Context: an optimization exercise on an open-source flow, tuned for a short achievable clock period and few clock cycles. The choices shown serve that exercise and are no tape-out recipe. Only simulation tests tie the RTL to the original design; equivalence was not proved. Power and IR drop assume default switching activity.

$ cat flow/run.sh
#!/bin/bash
# synth_recipe.tcl (not shown) runs the flow's synth.tcl, then flattens the netlist and writes it again
# the make line also repeats each setting of config.mk as NAME=value (left out here)
make -C /OpenROAD-flow-scripts/flow DESIGN_CONFIG=/design/flow/config.mk WORK_HOME=/design/flow/orfs CLKGATE_MAP_FILE= SYNTH_SCRIPT=/design/flow/synth_recipe.tcl finish
$ cat flow/config.mk
export PLATFORM = sky130hd
export DESIGN_NAME = riscv_core
export DESIGN_NICKNAME = riscv_core
export VERILOG_FILES = /design/flow/design.v
export SDC_FILE = /design/flow/constraint.sdc
export NUM_CORES = 4
export LEC_CHECK = 0
export CAP_MARGIN = 20
export CORE_MARGIN = 2
export CORE_UTILIZATION = 40
export SLEW_MARGIN = 20
$ cat flow/constraint.sdc
create_clock -name core_clock -period 6.0 [get_ports {clk}]
set_input_delay 1.2000 -clock core_clock [delete_from_list [all_inputs] [get_ports {clk}]]
set_output_delay 1.2000 -clock core_clock [all_outputs]
set_load 0.01 [all_outputs]
$ cat flow/design.v
`timescale 1ns/10ps
package riscv_pkg;
    localparam int xlen       = 32;
    localparam int reg_addr_w = 5;
    localparam int num_regs   = 32;
    localparam int num_src    = 2;
    localparam logic [xlen-1:0] pc_reset = '0;
    localparam logic [6:0] op_reg   = 7'b0110011;
    localparam logic [6:0] op_imm   = 7'b0010011;
    localparam logic [6:0] op_load  = 7'b0000011;
    localparam logic [6:0] op_store = 7'b0100011;
    localparam logic [6:0] op_lui   = 7'b0110111;
    typedef logic [xlen-1:0]       word_t;
    typedef logic [reg_addr_w-1:0] reg_idx_t;
    typedef enum logic [3:0] {
        alu_add    = 4'd0,
        alu_sub    = 4'd1,
        alu_and    = 4'd2,
        alu_or     = 4'd3,
        alu_xor    = 4'd4,
        alu_sll    = 4'd5,
        alu_srl    = 4'd6,
        alu_sra    = 4'd7,
        alu_slt    = 4'd8,
        alu_sltu   = 4'd9,
        alu_pass_b = 4'd10
    } alu_op_e;
    typedef struct packed {
        logic     ex_mem_write;
        reg_idx_t ex_mem_rd;
        word_t    ex_mem_value;
        logic     wb_write;
        reg_idx_t wb_rd;
        word_t    wb_value;
    } bypass_t;
    typedef struct packed {
        reg_idx_t [num_src-1:0] rs;
        word_t    [num_src-1:0] rs_data;
        word_t                  imm;
        reg_idx_t               rd;
        alu_op_e                alu_op;
        logic                   alu_src_imm;
        logic                   reg_write;
        logic                   mem_read;
        logic                   mem_write;
        logic                   mem_to_reg;
    } id_ex_t;
endpackage
`timescale 1ns/10ps
module fetch_stage (
    input  logic              clk,
    input  logic              rst,
    input  logic              stall,
    output riscv_pkg::word_t  imem_addr,
    input  riscv_pkg::word_t  imem_data,
    output riscv_pkg::word_t  if_id_instr
);
    riscv_pkg::word_t pc;
    assign imem_addr = pc;
    always_ff @(posedge clk or posedge rst) begin
        if (rst) begin
            pc <= riscv_pkg::pc_reset;
        end else if (!stall) begin
            pc <= pc + riscv_pkg::word_t'(4);
        end
    end
    always_ff @(posedge clk or posedge rst) begin
        if (rst) begin
            if_id_instr <= '0;
        end else if (!stall) begin
            if_id_instr <= imem_data;
        end
    end
endmodule
`timescale 1ns/10ps
module reg_file (
    input  logic                                           clk,
    input  logic                                           rst,
    input  riscv_pkg::reg_idx_t [riscv_pkg::num_src-1:0]   raddr,
    output riscv_pkg::word_t    [riscv_pkg::num_src-1:0]   rdata,
    input  riscv_pkg::bypass_t                             byp
);
    riscv_pkg::word_t regs [riscv_pkg::num_regs];
    always_ff @(posedge clk or posedge rst) begin
        if (rst) begin
            for (int r = 0; r < riscv_pkg::num_regs; r++) begin
                regs[r] <= '0;
            end
        end else if (byp.wb_write && (byp.wb_rd != '0)) begin
            regs[byp.wb_rd] <= byp.wb_value;
        end
    end
    always_comb begin
        for (int p = 0; p < riscv_pkg::num_src; p++) begin
            if (byp.wb_write && (byp.wb_rd != '0) && (byp.wb_rd == raddr[p])) begin
                rdata[p] = byp.wb_value;
            end else begin
                rdata[p] = regs[raddr[p]];
            end
        end
    end
endmodule
`timescale 1ns/10ps
module operand_bypass (
    input  riscv_pkg::reg_idx_t  src_idx,
    input  riscv_pkg::word_t     reg_value,
    input  riscv_pkg::bypass_t   byp,
    output riscv_pkg::word_t     operand
);
    logic hit_ex_mem;
    logic hit_wb;
    assign hit_ex_mem = byp.ex_mem_write && (src_idx != '0) && (byp.ex_mem_rd == src_idx);
    assign hit_wb     = byp.wb_write && (src_idx != '0) && (byp.wb_rd == src_idx);
    always_comb begin
        if (hit_ex_mem) begin
            operand = byp.ex_mem_value;
        end else if (hit_wb) begin
            operand = byp.wb_value;
        end else begin
            operand = reg_value;
        end
    end
endmodule
`timescale 1ns/10ps
module decode_stage (
    input  logic               clk,
    input  logic               rst,
    input  riscv_pkg::word_t   if_id_instr,
    output logic               stall,
    output riscv_pkg::id_ex_t  id_ex,
    input  riscv_pkg::bypass_t byp
);
    logic [6:0]             opcode;
    logic [2:0]             funct3;
    logic [6:0]             funct7;
    riscv_pkg::word_t                  imm_i;
    riscv_pkg::word_t                  imm_s;
    riscv_pkg::word_t                  imm_u;
    riscv_pkg::id_ex_t                 dec;
    riscv_pkg::word_t [riscv_pkg::num_src-1:0]    src_data;
    function automatic riscv_pkg::alu_op_e alu_decode(input logic [2:0] f3, input logic alt);
        riscv_pkg::alu_op_e op;
        case (f3)
            3'b000:  op = alt ? riscv_pkg::alu_sub : riscv_pkg::alu_add;
            3'b001:  op = riscv_pkg::alu_sll;
            3'b010:  op = riscv_pkg::alu_slt;
            3'b011:  op = riscv_pkg::alu_sltu;
            3'b100:  op = riscv_pkg::alu_xor;
            3'b101:  op = alt ? riscv_pkg::alu_sra : riscv_pkg::alu_srl;
            3'b110:  op = riscv_pkg::alu_or;
            default: op = riscv_pkg::alu_and;
        endcase
        alu_decode = op;
    endfunction
    assign opcode = if_id_instr[6:0];
    assign funct3 = if_id_instr[14:12];
    assign funct7 = if_id_instr[31:25];
    assign imm_i = {{20{if_id_instr[31]}}, if_id_instr[31:20]};
    assign imm_s = {{20{if_id_instr[31]}}, if_id_instr[31:25], if_id_instr[11:7]};
    assign imm_u = {if_id_instr[31:12], 12'b0};
    always_comb begin
        dec    = '0;
        dec.rd = if_id_instr[11:7];
        case (opcode)
            riscv_pkg::op_reg: begin
                dec.rs[0]     = if_id_instr[19:15];
                dec.rs[1]     = if_id_instr[24:20];
                dec.reg_write = 1'b1;
                dec.alu_op    = alu_decode(funct3, funct7[5]);
            end
            riscv_pkg::op_imm: begin
                dec.rs[0]       = if_id_instr[19:15];
                dec.imm         = imm_i;
                dec.alu_src_imm = 1'b1;
                dec.reg_write   = 1'b1;
                dec.alu_op      = alu_decode(funct3, (funct3 == 3'b101) && funct7[5]);
            end
            riscv_pkg::op_load: begin
                dec.rs[0]       = if_id_instr[19:15];
                dec.imm         = imm_i;
                dec.alu_src_imm = 1'b1;
                dec.reg_write   = 1'b1;
                dec.mem_read    = 1'b1;
                dec.mem_to_reg  = 1'b1;
            end
            riscv_pkg::op_store: begin
                dec.rs[0]       = if_id_instr[19:15];
                dec.rs[1]       = if_id_instr[24:20];
                dec.imm         = imm_s;
                dec.alu_src_imm = 1'b1;
                dec.mem_write   = 1'b1;
            end
            riscv_pkg::op_lui: begin
                dec.imm         = imm_u;
                dec.alu_src_imm = 1'b1;
                dec.reg_write   = 1'b1;
                dec.alu_op      = riscv_pkg::alu_pass_b;
            end
            default: dec.rd = '0;
        endcase
    end
    reg_file i_reg_file (
        .clk   (clk),
        .rst   (rst),
        .raddr (dec.rs),
        .rdata (src_data),
        .byp   (byp)
    );
    assign stall = id_ex.mem_read && (id_ex.rd != '0) &&
                   ((id_ex.rd == dec.rs[0]) || (id_ex.rd == dec.rs[1]));
    always_ff @(posedge clk or posedge rst) begin
        if (rst) begin
            id_ex <= '0;
        end else if (stall) begin
            id_ex <= '0;
        end else begin
            id_ex         <= dec;
            id_ex.rs_data <= src_data;
        end
    end
endmodule
`timescale 1ns/10ps
module execute_stage (
    input  logic                                        clk,
    input  logic                                        rst,
    input  riscv_pkg::id_ex_t                           id_ex,
    input  riscv_pkg::word_t [riscv_pkg::num_src-1:0]   operand,
    output logic                                        ex_mem_write,
    output riscv_pkg::reg_idx_t                         ex_mem_rd,
    output riscv_pkg::word_t                            ex_mem_value,
    output riscv_pkg::word_t                            ex_mem_store_data,
    output logic                                        ex_mem_read,
    output logic                                        ex_mem_store,
    output logic                                        ex_mem_to_reg
);
    riscv_pkg::word_t       op_a;
    riscv_pkg::word_t       op_b;
    riscv_pkg::word_t       alu_result;
    logic [4:0]  shamt;
    assign op_a  = operand[0];
    assign op_b  = id_ex.alu_src_imm ? id_ex.imm : operand[1];
    assign shamt = op_b[4:0];
    always_comb begin
        case (id_ex.alu_op)
            riscv_pkg::alu_add:    alu_result = op_a + op_b;
            riscv_pkg::alu_sub:    alu_result = op_a - op_b;
            riscv_pkg::alu_and:    alu_result = op_a & op_b;
            riscv_pkg::alu_or:     alu_result = op_a | op_b;
            riscv_pkg::alu_xor:    alu_result = op_a ^ op_b;
            riscv_pkg::alu_sll:    alu_result = op_a << shamt;
            riscv_pkg::alu_srl:    alu_result = op_a >> shamt;
            riscv_pkg::alu_sra:    alu_result = riscv_pkg::word_t'($signed(op_a) >>> shamt);
            riscv_pkg::alu_slt:    alu_result = riscv_pkg::word_t'($signed(op_a) < $signed(op_b));
            riscv_pkg::alu_sltu:   alu_result = riscv_pkg::word_t'(op_a < op_b);
            riscv_pkg::alu_pass_b: alu_result = op_b;
            default:    alu_result = '0;
        endcase
    end
    always_ff @(posedge clk or posedge rst) begin
        if (rst) begin
            ex_mem_write  <= 1'b0;
            ex_mem_read   <= 1'b0;
            ex_mem_store  <= 1'b0;
            ex_mem_to_reg <= 1'b0;
        end else begin
            ex_mem_write  <= id_ex.reg_write;
            ex_mem_read   <= id_ex.mem_read;
            ex_mem_store  <= id_ex.mem_write;
            ex_mem_to_reg <= id_ex.mem_to_reg;
        end
    end
    always_ff @(posedge clk) begin
        ex_mem_rd         <= id_ex.rd;
        ex_mem_value      <= alu_result;
        ex_mem_store_data <= operand[1];
    end
endmodule
`timescale 1ns/10ps
module mem_wb_stage (
    input  logic                 clk,
    input  logic                 rst,
    input  logic                 ex_mem_write,
    input  riscv_pkg::reg_idx_t  ex_mem_rd,
    input  riscv_pkg::word_t     ex_mem_value,
    input  riscv_pkg::word_t     ex_mem_store_data,
    input  logic                 ex_mem_read,
    input  logic                 ex_mem_store,
    input  logic                 ex_mem_to_reg,
    output logic                 dmem_read,
    output logic                 dmem_write,
    output riscv_pkg::word_t     dmem_addr,
    output riscv_pkg::word_t     dmem_wdata,
    input  riscv_pkg::word_t     dmem_rdata,
    output riscv_pkg::bypass_t   byp
);
    logic      mem_wb_write;
    logic      mem_wb_to_reg;
    riscv_pkg::reg_idx_t  mem_wb_rd;
    riscv_pkg::word_t     mem_wb_alu;
    riscv_pkg::word_t     mem_wb_load;
    assign dmem_read  = ex_mem_read;
    assign dmem_write = ex_mem_store;
    assign dmem_addr  = ex_mem_value;
    assign dmem_wdata = ex_mem_store_data;
    always_ff @(posedge clk or posedge rst) begin
        if (rst) begin
            mem_wb_write  <= 1'b0;
            mem_wb_to_reg <= 1'b0;
        end else begin
            mem_wb_write  <= ex_mem_write;
            mem_wb_to_reg <= ex_mem_to_reg;
        end
    end
    always_ff @(posedge clk) begin
        mem_wb_rd   <= ex_mem_rd;
        mem_wb_alu  <= ex_mem_value;
        mem_wb_load <= dmem_rdata;
    end
    assign byp.ex_mem_write = ex_mem_write && !ex_mem_to_reg;
    assign byp.ex_mem_rd    = ex_mem_rd;
    assign byp.ex_mem_value = ex_mem_value;
    assign byp.wb_write = mem_wb_write;
    assign byp.wb_rd    = mem_wb_rd;
    assign byp.wb_value = mem_wb_to_reg ? mem_wb_load : mem_wb_alu;
endmodule
`timescale 1ns/10ps
module riscv_core (
    input  logic              clk,
    input  logic              rst,
    output riscv_pkg::word_t  imem_addr,
    input  riscv_pkg::word_t  imem_data,
    output logic              dmem_read,
    output logic              dmem_write,
    output riscv_pkg::word_t  dmem_addr,
    output riscv_pkg::word_t  dmem_wdata,
    input  riscv_pkg::word_t  dmem_rdata
);
    logic                 stall;
    riscv_pkg::word_t                if_id_instr;
    riscv_pkg::id_ex_t               id_ex;
    riscv_pkg::word_t [riscv_pkg::num_src-1:0]  operand;
    logic                 ex_mem_write;
    riscv_pkg::reg_idx_t             ex_mem_rd;
    riscv_pkg::word_t                ex_mem_value;
    riscv_pkg::word_t                ex_mem_store_data;
    logic                 ex_mem_read;
    logic                 ex_mem_store;
    logic                 ex_mem_to_reg;
    riscv_pkg::bypass_t              byp;
    fetch_stage i_fetch (
        .clk         (clk),
        .rst         (rst),
        .stall       (stall),
        .imem_addr   (imem_addr),
        .imem_data   (imem_data),
        .if_id_instr (if_id_instr)
    );
    decode_stage i_decode (
        .clk         (clk),
        .rst         (rst),
        .if_id_instr (if_id_instr),
        .stall       (stall),
        .id_ex       (id_ex),
        .byp         (byp)
    );
    for (genvar i = 0; i < riscv_pkg::num_src; i++) begin : g_src
        operand_bypass i_bypass (
            .src_idx   (id_ex.rs[i]),
            .reg_value (id_ex.rs_data[i]),
            .byp       (byp),
            .operand   (operand[i])
        );
    end
    execute_stage i_execute (
        .clk               (clk),
        .rst               (rst),
        .id_ex             (id_ex),
        .operand           (operand),
        .ex_mem_write      (ex_mem_write),
        .ex_mem_rd         (ex_mem_rd),
        .ex_mem_value      (ex_mem_value),
        .ex_mem_store_data (ex_mem_store_data),
        .ex_mem_read       (ex_mem_read),
        .ex_mem_store      (ex_mem_store),
        .ex_mem_to_reg     (ex_mem_to_reg)
    );
    mem_wb_stage i_mem_wb (
        .clk               (clk),
        .rst               (rst),
        .ex_mem_write      (ex_mem_write),
        .ex_mem_rd         (ex_mem_rd),
        .ex_mem_value      (ex_mem_value),
        .ex_mem_store_data (ex_mem_store_data),
        .ex_mem_read       (ex_mem_read),
        .ex_mem_store      (ex_mem_store),
        .ex_mem_to_reg     (ex_mem_to_reg),
        .dmem_read         (dmem_read),
        .dmem_write        (dmem_write),
        .dmem_addr         (dmem_addr),
        .dmem_wdata        (dmem_wdata),
        .dmem_rdata        (dmem_rdata),
        .byp               (byp)
    );
endmodule
==> impl_metrics.yaml <==
outcome:
  status: "timing/DRC/antenna clean"
critical_path:
  path_class: "flop to flop"
  cp_cell_sequence: "xor2_1 > nor4_4 > and3_4 > buf_4 > nand2_1 > o31ai_2 > inv_1 > ha_1 > fa_1 > nand2b_1 > a21oi_1 > o211ai_1 > a21o_1 > a21oi_1 > a21oi_1 > o21ai_0 > nor2_1 > a21oi_1 > buf_4 > a2111oi_0 > a2111o_1"
  end_kind: "flop"
  cp.arrival_ns: 6.42
  critPathRequiredTime_ns: 6.74
  crit_top_cell: "a21oi_1"
  max_stage_delay_ns: 0.54
  start_kind: "flop"
  slowest_stage: "buf_4"
  rrSetupSlack_ns: 0.31
  crit_fanout: 38
routing:
  routed_via_density: 6.728
  first_pass_iters: 7
  drc: 0
  route.vias.total: 67189
  wirelength_um: 332400
  postRouteAntennaNets: 0
  routedWlPerCell_um: 33.29
  drtIter0Drc: 10071
clock_network:
  clk_path_buf_depth: 3
  numCtsBuffers: 152
  clk_latency_ns: 0.87
  root_buffer: "clkbuf_16"
  clk_pin_slew_ns: 0.06
  clock_sinks: 1348
  hold_buffers: 0
  htree_num_levels: 4
  cts_tree: "yes"
  cts_setup_buffers: 0
die:
  core_area_mm2: 0.1717
  die_w_um: 419.8
  start_util_pct: 40.26
  fp-row-count: 152
  die-height_um: 419.8
  die_area_mm2: 0.1762
  io_pins: 164
layout:
  final_nets: 7718
  design_area_mm2: 0.07975
  syn2layout_area_growth_pct: 15.33
  drive_gt1_share_pct: 11.31
  top_regs: "i_decode.i_reg_file.regs x1024, i_decode.id_ex x119"
  largest_reg_flops: 1024
  top_register: "i_decode.i_reg_file.regs"
sta:
  min_period_ns: 5.687
  fin_skew_ns: 0.05227
  fin_crit_sh_pct: 94.78
  hold_viol_final: 0
  relSlewSlack_pct: 21.49
  timing.setup.tns_ns: 0
  grt_setup_unrepaired: "no"
  fmaxAchievable_mhz: 175.8
  setup_ws_ns: 0.3130
  setup_viol: 0
  tightest_slew_ns: 1.178
  drv_slew: 0
place:
  post-place-ws_ns: 0.2624
  io_buffers: 161
  dp_hpwl_um: 221200
  place_area_mm2: 0.07472
  gp_congestion: 1.040
min_path:
  hold_class: "flop to flop"
yosys:
  yosysWarnings: 7
  synth_area_mm2: 0.06915
  synth-seq-cells: 1348
  synth_cells: 7634
  synth-edff-count: 0
  synth_top_area_share_pct: 43.79
  synthArstFlopShare_pct: 89.76
  synth_flop_cell: "dfrtp_1"
  synth_commonest_cells: "dfrtp_1, a21oi_1, nor2_1"
  synth_most_common_cell: "dfrtp_1"
  synth_area_per_cell_um2: 9.058
  yosysUniqueCellTypes: 104
  synthTopCellsByArea: "dfrtp_1, a21oi_1, a22oi_1"
  yosysSeqAreaShare_pct: 47.79
  yosys.area.top_type: "dfrtp_1"
power_and_ir_drop:
  ir_drop_v: 0.0002747
  power_leakage_nw: 33.51
  p_per_area_mw_per_mm2: 249.0
global_routing:
  antenna_found_initial: 20
  grt_max_degree: 166
  grt_overflow_total: 0
  grt_pass1_vias: 63327
  grt_usage_pct: 36.99
  grt_pass1_wl_um: 471200
job:
  maxCapViolations: 0
-- per-layer routing --
layer | vias to the layer above | global-route usage (%) | share of wire [%]
met4 | 20 | 24.97 | 8.4
met5 | - | 1.223 | 0.12
met1 | 32660 | 46.07 | 37
met3 | 1517 | 13.31 | 13
li1 | 27913 | - | -
met2 | 5079 | 53.43 | 42
-- cell families after synthesis --
kind of cell               Yosys count  share of synthesized area [%]
AOI/OAI and AO/OA                 2895                          27.56
and+or+nand+nor                   2172                          13.94
DFF                               1348                          47.79
buffers and inverters              866                          5.115
muxes                              179                          2.797
adders and majority gates          107                          1.958
xor gates and xnor gates            66                         0.8360
other                                1                       0.005423
-- what timing repair did --
action                                 CTS  global route
resized for setup                        0             5
endpoints found under the hold margin    0             0
setup endpoints to repair                0             5
-- critical path: cells and delay by family, from the launching register on --
kind	cells	cell delay [ns]
adders and majority gates	2	0.76
xor gates and xnor gates	1	0.19
buffers and inverters	3	0.84
and+or+nand+nor	5	0.95
DFF	1	0.43
AOI/OAI and AO/OA	10	2.43
-- metrics by stage --
step           hold slack, ns  util [%]  power, mW  cells
6_report               0.3489     46.44      19.86   9986
5_1_grt                0.3593     46.42      20.35   9978
4_1_cts                0.3512     46.41      19.87   9977
3_3_place_gp           0.3371     43.47      10.49   9698
2_1_floorplan          0.3312         -      10.00   7635
3_5_place_dp           0.3372     43.51      10.50   9701
-- cell usage in the layout, fill, tap and decap left out, types with 42 or more instances in the layout --
cell type and instances:
dfrtp_1 1209, a21oi_1 840, nor2_1 757, nand2_1 692, o21ai_0 633, a22oi_1 466
buf_4 322, a221oi_1 275, a22o_1 253, nand4_1 203, clkdlybuf4s50_1 161, clkbuf_16 155
dfxtp_1 136, nor3_1 116, ha_1 105, inv_1 101, mux2i_1 87, nand3_1 78
nor2_4 77, mux2_2 54, xnor2_1 49, and3_1 48, o211ai_1 43, a21o_1 42
-- final timing paths --
kind                                               start                                          end  cells past startpoint
max in group asynchronous                            rst  i_decode.i_reg_file.regs[22][2]$_DFFE_PP0P_                      4
min reg2reg                  i_decode.id_ex[3]$_DFF_PP0_             i_execute.ex_mem_write$_DFF_PP0_                      0
min in group asynchronous                            rst  i_decode.i_reg_file.regs[9][21]$_DFFE_PP0P_                      2
max reg2reg                i_decode.id_ex[110]$_DFF_PP0_            i_execute.ex_mem_value[0]$_DFF_P_                     21
min                          i_decode.id_ex[3]$_DFF_PP0_             i_execute.ex_mem_write$_DFF_PP0_                      0
max                        i_decode.id_ex[110]$_DFF_PP0_            i_execute.ex_mem_value[0]$_DFF_P_                     21
-- where the power goes --
group          total [mW]  switching, mW  internal (mW)
Clock                9.50           4.15           5.34
Sequential           9.27          0.116           9.16
Combinational        1.09          0.749          0.344
Total                19.9           5.02           14.8
-- layout make-up --
cell class / instances / area, µm²
fill: 16389 / 91990
clock inverter: 56 / 559.3
clock buffer: 220 / 4423
tap: 2310 / 2890
multi-input combinational: 5421 / 33680
antenna: 9 / 22.52
inverter: 105 / 401.6
sequential: 1348 / 33050
timing repair buffer: 517 / 4725
Testbench counts, summed over its fixed seeds: cycles 12,428.

==> re-timing with driven ports <==
No port has a modelled driver above. Below, the same layout with a new extraction and two added sets of constraints. Step 1, drivers: a clkbuf_16 drives clk and a buf_2 each remaining input, both assumed. Step 2 adds t to the input delays and takes it off the output delays; t is the mean of the earliest and latest rising clock arrival at the registers after step 1. Input paths then give back, and output paths get back, about the clock's delay inside the block. Slacks: ideal / step 1 / step 2; pairs: ideal / step 1.
shift t [ns]: 0.924
slack for setup (ns): 0.313 / 0.313 / 0.313
worst hold slack (ns): 0.349 / 0.349 / 0.349
worst setup path after step 2: register to register
After both steps setup and hold are still met in this run. The setup slack of this run moves by 0.000 ns with the drivers and by 0.000 ns with both steps.
